This design comes from an exercise in tuning for small area, a short achievable clock period and few clock cycles per item on the open sky130 flow, not from production work.
In this exercise RTL edits were held to simulation tests only and were not proved equivalent to the original.

==> run a <==
## ec_scalar_mul
module ec_scalar_mul (
	input wire clk,
	input wire reset,
	input wire start,
	input wire [7:0] k,
	input wire [15:0] p_x,
	input wire [15:0] p_y,
	input wire p_inf,
	output reg busy,
	output reg done,
	output wire [15:0] r_x,
	output wire [15:0] r_y,
	output wire r_inf
);
make LEC_CHECK=0 CAP_MARGIN=20 CORE_MARGIN=2 CORE_UTILIZATION=40 SETUP_SLACK_MARGIN=0.9 SLEW_MARGIN=20 finish   # period 7.0 ns
run.sh (not shown) runs the stock make flow with config.mk's settings and CLKGATE_MAP_FILE= SYNTH_SCRIPT=/design/flow/synth_recipe.tcl, a recipe that flattens the netlist after the stock synthesis.
==> run b (differences from run a) <==
--- a/flow/design.v
+++ b/flow/design.v
@@ -12,19 +12,19 @@
 	output reg done,
 	output wire [15:0] r_x,
 	output wire [15:0] r_y,
 	output wire r_inf
 );
 	localparam [15:0] PM = 16'd65521;
 	localparam [1:0] ST_IDLE = 2'd0, ST_RUN = 2'd1, ST_LOADP = 2'd2;
-	localparam [1:0] LP_NEXT = 2'd0, LP_DBL = 2'd1, LP_INF = 2'd2, LP_START = 2'd3;
+	localparam [1:0] LP_NEXT = 2'd0, LP_DBL = 2'd1, LP_INF = 2'd2;
 	reg [6:0] upc, nupc;
 	reg [1:0] st, nst, ldk;
-	reg [7:0] kreg;  
-	reg [3:0] cnt;  
+	reg [6:0] kreg;  
+	reg [2:0] cnt;  
 	reg cur_bit;  
 	reg dbl_add;  
 	reg hz, rz;  
 	reg rinf;
 	reg [15:0] X, Y, Z, PX, PY, T1, T2, T3, T4;
 	assign r_x = X;
 	assign r_y = Y;
@@ -1010,42 +1010,49 @@
 	end
 	always @(posedge clk) begin
 		if (st == ST_IDLE && start) begin
 			PX <= p_x;
 			PY <= p_y;
 		end
 	end
+	reg [6:0] k_rest;
+	reg [2:0] k_cnt;
+	always @(*) begin
+		casez (k)
+			8'b1???????: begin k_rest = k[6:0]; k_cnt = 3'd7; end
+			8'b01??????: begin k_rest = {k[5:0], 1'b0}; k_cnt = 3'd6; end
+			8'b001?????: begin k_rest = {k[4:0], 2'b0}; k_cnt = 3'd5; end
+			8'b0001????: begin k_rest = {k[3:0], 3'b0}; k_cnt = 3'd4; end
+			8'b00001???: begin k_rest = {k[2:0], 4'b0}; k_cnt = 3'd3; end
+			8'b000001??: begin k_rest = {k[1:0], 5'b0}; k_cnt = 3'd2; end
+			8'b0000001?: begin k_rest = {k[0], 6'b0}; k_cnt = 3'd1; end
+			default: begin k_rest = 7'd0; k_cnt = 3'd0; end
+		endcase
+	end
 	wire zz = (Z == 16'd0);
-	wire more = (cnt != 4'd0);
+	wire more = (cnt != 3'd0);
 	wire [1:0] succ_d = (cur_bit && !dbl_add) ? 2'd1 : (more ? 2'd0 : 2'd2);
 	wire [1:0] succ_a = more ? 2'd0 : 2'd2;
-	reg consume, skip, lead, fin_done, exc;
+	reg consume, fin_done, exc;
 	reg [1:0] exc_k;
 	always @(*) begin
 		nupc = upc + 1'b1;
 		nst = st;
 		consume = 1'b0;
-		skip = 1'b0;
-		lead = 1'b0;
 		fin_done = 1'b0;
 		exc = 1'b0;
 		exc_k = LP_NEXT;
 		case (st)
 			ST_IDLE: begin
 				nupc = upc;
 				if (start && !p_inf && k != 8'd0) nst = ST_LOADP;
 			end
 			ST_LOADP: begin
 				nst = ST_RUN;
-				if (ldk == LP_START) begin  
-					if (!kreg[7]) begin nst = ST_LOADP; skip = 1'b1; end
-					else if (cnt != 4'd1) begin nupc = 7'd0; lead = 1'b1; end
-					else nupc = 7'd28;
-				end
-				else if (ldk == LP_DBL) nupc = 7'd0;
+				if (ldk == LP_DBL) nupc = 7'd0;
 				else if (more) begin nupc = 7'd0; consume = 1'b1; end
 				else nupc = 7'd28;
 			end
 			default: begin
 				if (upc == 7'd7 && succ_d == 2'd0) begin nupc = 7'd65; consume = 1'b1; end
 				else if (upc == 7'd7 && succ_d == 2'd1) begin nupc = 7'd69; end
 				else if (upc == 7'd7 && succ_d == 2'd2) begin nupc = 7'd73; end
@@ -1089,35 +1096,25 @@
 		end
 	end
 	always @(posedge clk) begin
 		upc <= nupc;
 		if (c_f_h) hz <= azero;
 		if (c_f_r) rz <= azero;
 		if (st == ST_IDLE && start) begin
-			kreg <= k;
-			cnt <= 4'd8;
-			ldk <= LP_START;
+			kreg <= k_rest;
+			cnt <= k_cnt;
+			ldk <= LP_NEXT;
 			rinf <= 1'b1;
 		end
 		if (exc)
 			ldk <= exc_k;
-		if (skip) begin
-			kreg <= {kreg[6:0], 1'b0};
-			cnt <= cnt - 4'd1;
-		end
-		if (lead) begin
-			cur_bit <= kreg[6];
-			kreg <= {kreg[5:0], 2'b0};
-			cnt <= cnt - 4'd2;
-			dbl_add <= 1'b0;
-		end
 		if (consume) begin
-			cur_bit <= kreg[7];
-			kreg <= {kreg[6:0], 1'b0};
-			cnt <= cnt - 4'd1;
+			cur_bit <= kreg[6];
+			kreg <= {kreg[5:0], 1'b0};
+			cnt <= cnt - 3'd1;
 			dbl_add <= 1'b0;
 		end else if (st == ST_LOADP && ldk == LP_DBL)
 			dbl_add <= 1'b1;
 		if (fin_done)
 			rinf <= zz;
 	end
 endmodule
- SETUP_SLACK_MARGIN: 0.9 -> 1.2
==> run c (differences from run a) <==
--- a/flow/design.v
+++ b/flow/design.v
@@ -12,19 +12,19 @@
 	output reg done,
 	output wire [15:0] r_x,
 	output wire [15:0] r_y,
 	output wire r_inf
 );
 	localparam [15:0] PM = 16'd65521;
 	localparam [1:0] ST_IDLE = 2'd0, ST_RUN = 2'd1, ST_LOADP = 2'd2;
-	localparam [1:0] LP_NEXT = 2'd0, LP_DBL = 2'd1, LP_INF = 2'd2, LP_START = 2'd3;
+	localparam [1:0] LP_NEXT = 2'd0, LP_DBL = 2'd1, LP_INF = 2'd2;
 	reg [6:0] upc, nupc;
 	reg [1:0] st, nst, ldk;
-	reg [7:0] kreg;  
-	reg [3:0] cnt;  
+	reg [6:0] kreg;  
+	reg [2:0] cnt;  
 	reg cur_bit;  
 	reg dbl_add;  
 	reg hz, rz;  
 	reg rinf;
 	reg [15:0] X, Y, Z, PX, PY, T1, T2, T3, T4;
 	assign r_x = X;
 	assign r_y = Y;
@@ -1010,42 +1010,49 @@
 	end
 	always @(posedge clk) begin
 		if (st == ST_IDLE && start) begin
 			PX <= p_x;
 			PY <= p_y;
 		end
 	end
+	reg [6:0] k_rest;
+	reg [2:0] k_cnt;
+	always @(*) begin
+		casez (k)
+			8'b1???????: begin k_rest = k[6:0]; k_cnt = 3'd7; end
+			8'b01??????: begin k_rest = {k[5:0], 1'b0}; k_cnt = 3'd6; end
+			8'b001?????: begin k_rest = {k[4:0], 2'b0}; k_cnt = 3'd5; end
+			8'b0001????: begin k_rest = {k[3:0], 3'b0}; k_cnt = 3'd4; end
+			8'b00001???: begin k_rest = {k[2:0], 4'b0}; k_cnt = 3'd3; end
+			8'b000001??: begin k_rest = {k[1:0], 5'b0}; k_cnt = 3'd2; end
+			8'b0000001?: begin k_rest = {k[0], 6'b0}; k_cnt = 3'd1; end
+			default: begin k_rest = 7'd0; k_cnt = 3'd0; end
+		endcase
+	end
 	wire zz = (Z == 16'd0);
-	wire more = (cnt != 4'd0);
+	wire more = (cnt != 3'd0);
 	wire [1:0] succ_d = (cur_bit && !dbl_add) ? 2'd1 : (more ? 2'd0 : 2'd2);
 	wire [1:0] succ_a = more ? 2'd0 : 2'd2;
-	reg consume, skip, lead, fin_done, exc;
+	reg consume, fin_done, exc;
 	reg [1:0] exc_k;
 	always @(*) begin
 		nupc = upc + 1'b1;
 		nst = st;
 		consume = 1'b0;
-		skip = 1'b0;
-		lead = 1'b0;
 		fin_done = 1'b0;
 		exc = 1'b0;
 		exc_k = LP_NEXT;
 		case (st)
 			ST_IDLE: begin
 				nupc = upc;
 				if (start && !p_inf && k != 8'd0) nst = ST_LOADP;
 			end
 			ST_LOADP: begin
 				nst = ST_RUN;
-				if (ldk == LP_START) begin  
-					if (!kreg[7]) begin nst = ST_LOADP; skip = 1'b1; end
-					else if (cnt != 4'd1) begin nupc = 7'd0; lead = 1'b1; end
-					else nupc = 7'd28;
-				end
-				else if (ldk == LP_DBL) nupc = 7'd0;
+				if (ldk == LP_DBL) nupc = 7'd0;
 				else if (more) begin nupc = 7'd0; consume = 1'b1; end
 				else nupc = 7'd28;
 			end
 			default: begin
 				if (upc == 7'd7 && succ_d == 2'd0) begin nupc = 7'd65; consume = 1'b1; end
 				else if (upc == 7'd7 && succ_d == 2'd1) begin nupc = 7'd69; end
 				else if (upc == 7'd7 && succ_d == 2'd2) begin nupc = 7'd73; end
@@ -1089,35 +1096,25 @@
 		end
 	end
 	always @(posedge clk) begin
 		upc <= nupc;
 		if (c_f_h) hz <= azero;
 		if (c_f_r) rz <= azero;
 		if (st == ST_IDLE && start) begin
-			kreg <= k;
-			cnt <= 4'd8;
-			ldk <= LP_START;
+			kreg <= k_rest;
+			cnt <= k_cnt;
+			ldk <= LP_NEXT;
 			rinf <= 1'b1;
 		end
 		if (exc)
 			ldk <= exc_k;
-		if (skip) begin
-			kreg <= {kreg[6:0], 1'b0};
-			cnt <= cnt - 4'd1;
-		end
-		if (lead) begin
-			cur_bit <= kreg[6];
-			kreg <= {kreg[5:0], 2'b0};
-			cnt <= cnt - 4'd2;
-			dbl_add <= 1'b0;
-		end
 		if (consume) begin
-			cur_bit <= kreg[7];
-			kreg <= {kreg[6:0], 1'b0};
-			cnt <= cnt - 4'd1;
+			cur_bit <= kreg[6];
+			kreg <= {kreg[5:0], 1'b0};
+			cnt <= cnt - 3'd1;
 			dbl_add <= 1'b0;
 		end else if (st == ST_LOADP && ldk == LP_DBL)
 			dbl_add <= 1'b1;
 		if (fin_done)
 			rinf <= zz;
 	end
 endmodule
- SETUP_SLACK_MARGIN: 0.9 -> 0.6
==> run d (differences from run a) <==
--- a/flow/design.v
+++ b/flow/design.v
@@ -12,19 +12,19 @@
 	output reg done,
 	output wire [15:0] r_x,
 	output wire [15:0] r_y,
 	output wire r_inf
 );
 	localparam [15:0] PM = 16'd65521;
 	localparam [1:0] ST_IDLE = 2'd0, ST_RUN = 2'd1, ST_LOADP = 2'd2;
-	localparam [1:0] LP_NEXT = 2'd0, LP_DBL = 2'd1, LP_INF = 2'd2, LP_START = 2'd3;
+	localparam [1:0] LP_NEXT = 2'd0, LP_DBL = 2'd1, LP_INF = 2'd2;
 	reg [6:0] upc, nupc;
 	reg [1:0] st, nst, ldk;
-	reg [7:0] kreg;  
-	reg [3:0] cnt;  
+	reg [6:0] kreg;  
+	reg [2:0] cnt;  
 	reg cur_bit;  
 	reg dbl_add;  
 	reg hz, rz;  
 	reg rinf;
 	reg [15:0] X, Y, Z, PX, PY, T1, T2, T3, T4;
 	assign r_x = X;
 	assign r_y = Y;
@@ -1010,42 +1010,49 @@
 	end
 	always @(posedge clk) begin
 		if (st == ST_IDLE && start) begin
 			PX <= p_x;
 			PY <= p_y;
 		end
 	end
+	reg [6:0] k_rest;
+	reg [2:0] k_cnt;
+	always @(*) begin
+		casez (k)
+			8'b1???????: begin k_rest = k[6:0]; k_cnt = 3'd7; end
+			8'b01??????: begin k_rest = {k[5:0], 1'b0}; k_cnt = 3'd6; end
+			8'b001?????: begin k_rest = {k[4:0], 2'b0}; k_cnt = 3'd5; end
+			8'b0001????: begin k_rest = {k[3:0], 3'b0}; k_cnt = 3'd4; end
+			8'b00001???: begin k_rest = {k[2:0], 4'b0}; k_cnt = 3'd3; end
+			8'b000001??: begin k_rest = {k[1:0], 5'b0}; k_cnt = 3'd2; end
+			8'b0000001?: begin k_rest = {k[0], 6'b0}; k_cnt = 3'd1; end
+			default: begin k_rest = 7'd0; k_cnt = 3'd0; end
+		endcase
+	end
 	wire zz = (Z == 16'd0);
-	wire more = (cnt != 4'd0);
+	wire more = (cnt != 3'd0);
 	wire [1:0] succ_d = (cur_bit && !dbl_add) ? 2'd1 : (more ? 2'd0 : 2'd2);
 	wire [1:0] succ_a = more ? 2'd0 : 2'd2;
-	reg consume, skip, lead, fin_done, exc;
+	reg consume, fin_done, exc;
 	reg [1:0] exc_k;
 	always @(*) begin
 		nupc = upc + 1'b1;
 		nst = st;
 		consume = 1'b0;
-		skip = 1'b0;
-		lead = 1'b0;
 		fin_done = 1'b0;
 		exc = 1'b0;
 		exc_k = LP_NEXT;
 		case (st)
 			ST_IDLE: begin
 				nupc = upc;
 				if (start && !p_inf && k != 8'd0) nst = ST_LOADP;
 			end
 			ST_LOADP: begin
 				nst = ST_RUN;
-				if (ldk == LP_START) begin  
-					if (!kreg[7]) begin nst = ST_LOADP; skip = 1'b1; end
-					else if (cnt != 4'd1) begin nupc = 7'd0; lead = 1'b1; end
-					else nupc = 7'd28;
-				end
-				else if (ldk == LP_DBL) nupc = 7'd0;
+				if (ldk == LP_DBL) nupc = 7'd0;
 				else if (more) begin nupc = 7'd0; consume = 1'b1; end
 				else nupc = 7'd28;
 			end
 			default: begin
 				if (upc == 7'd7 && succ_d == 2'd0) begin nupc = 7'd65; consume = 1'b1; end
 				else if (upc == 7'd7 && succ_d == 2'd1) begin nupc = 7'd69; end
 				else if (upc == 7'd7 && succ_d == 2'd2) begin nupc = 7'd73; end
@@ -1089,35 +1096,25 @@
 		end
 	end
 	always @(posedge clk) begin
 		upc <= nupc;
 		if (c_f_h) hz <= azero;
 		if (c_f_r) rz <= azero;
 		if (st == ST_IDLE && start) begin
-			kreg <= k;
-			cnt <= 4'd8;
-			ldk <= LP_START;
+			kreg <= k_rest;
+			cnt <= k_cnt;
+			ldk <= LP_NEXT;
 			rinf <= 1'b1;
 		end
 		if (exc)
 			ldk <= exc_k;
-		if (skip) begin
-			kreg <= {kreg[6:0], 1'b0};
-			cnt <= cnt - 4'd1;
-		end
-		if (lead) begin
-			cur_bit <= kreg[6];
-			kreg <= {kreg[5:0], 2'b0};
-			cnt <= cnt - 4'd2;
-			dbl_add <= 1'b0;
-		end
 		if (consume) begin
-			cur_bit <= kreg[7];
-			kreg <= {kreg[6:0], 1'b0};
-			cnt <= cnt - 4'd1;
+			cur_bit <= kreg[6];
+			kreg <= {kreg[5:0], 1'b0};
+			cnt <= cnt - 3'd1;
 			dbl_add <= 1'b0;
 		end else if (st == ST_LOADP && ldk == LP_DBL)
 			dbl_add <= 1'b1;
 		if (fin_done)
 			rinf <= zz;
 	end
 endmodule
- SETUP_SLACK_MARGIN: 0.9 -> unset
==> comparison table <==
quantity	run c	run d	run a	run b
Run status	complete, no violations	complete, no violations	complete, no violations	complete, no violations
Cell type of the slowest stage on the worst timing path	sky130_fd_sc_hd__dfrtp_1	sky130_fd_sc_hd__xnor2_1	sky130_fd_sc_hd__fa_1	sky130_fd_sc_hd__fa_1
Area fraction of the dominant cell type after synthesis	0.189	0.189	0.192	0.189
Count of non-CTS inverters in the layout	329	329	328	329
Post-synthesis register bit count	283	283	285	283
R2r endpoint	m2f[28]	Y[11]	Z[12]	T2[6]
Tightest Pin Transition	1.20 ns	1.14 ns	1.26 ns	1.33 ns
Routed met1 length	44.2 mm	44.0 mm	44.4 mm	45.2 mm
Sequential share of cell area	0.226	0.232	0.224	0.212
Count of inserted antenna diode cells	1	2	1	4
Count of unique library cells instantiated by Yosys	101	101	112	101
Pin count of the biggest net entering global routing	66	66	67	66
Non-filler instance count after layout	4,286	4,268	4,238	4,372
Via count	26,300	26,000	26,100	27,300
Mean routed wirelength per cell	25.7 um	25.3 um	26.1 um	26.3 um
Testbench counts of run a, summed over its fixed seeds: cycles 25,580, items 192.
Testbench counts of run b, summed over its fixed seeds: cycles 25,395, items 192.
Testbench counts of run c, summed over its fixed seeds: cycles 25,395, items 192.
Testbench counts of run d, summed over its fixed seeds: cycles 25,395, items 192.

-- what the ideal ports hide --
Ports are ideal in the flow. The routed layouts listed here were re-timed in OpenROAD. Step 1 (the two cells are an assumption about what drives the block):
set clk [get_ports {clk}]
set_driving_cell -lib_cell sky130_fd_sc_hd__clkbuf_16 $clk
set_driving_cell -lib_cell sky130_fd_sc_hd__buf_2 [delete_from_list [all_inputs] $clk]
Step 2 also shifts input and output timing later by t, the mid clock arrival at the registers, as if the neighbouring blocks saw the same clock. Slacks: ideal / step 1 / step 2; pairs: ideal / step 1.
run	t (ns)	setup WS [ns]	worst hold slack (ns)	cell pins on the clock port's net
run a	0.624	0.754 / 0.754 / 0.754	0.459 / 0.459 / 0.459	1
run b	0.631	0.855 / 0.855 / 0.855	0.417 / 0.417 / 0.417	1
run c	0.637	0.662 / 0.662 / 0.662	0.420 / 0.420 / 0.420	1
run d	0.621	0.409 / 0.409 / 0.409	0.427 / 0.427 / 0.427	1
After both steps setup and hold are still met in every run listed.
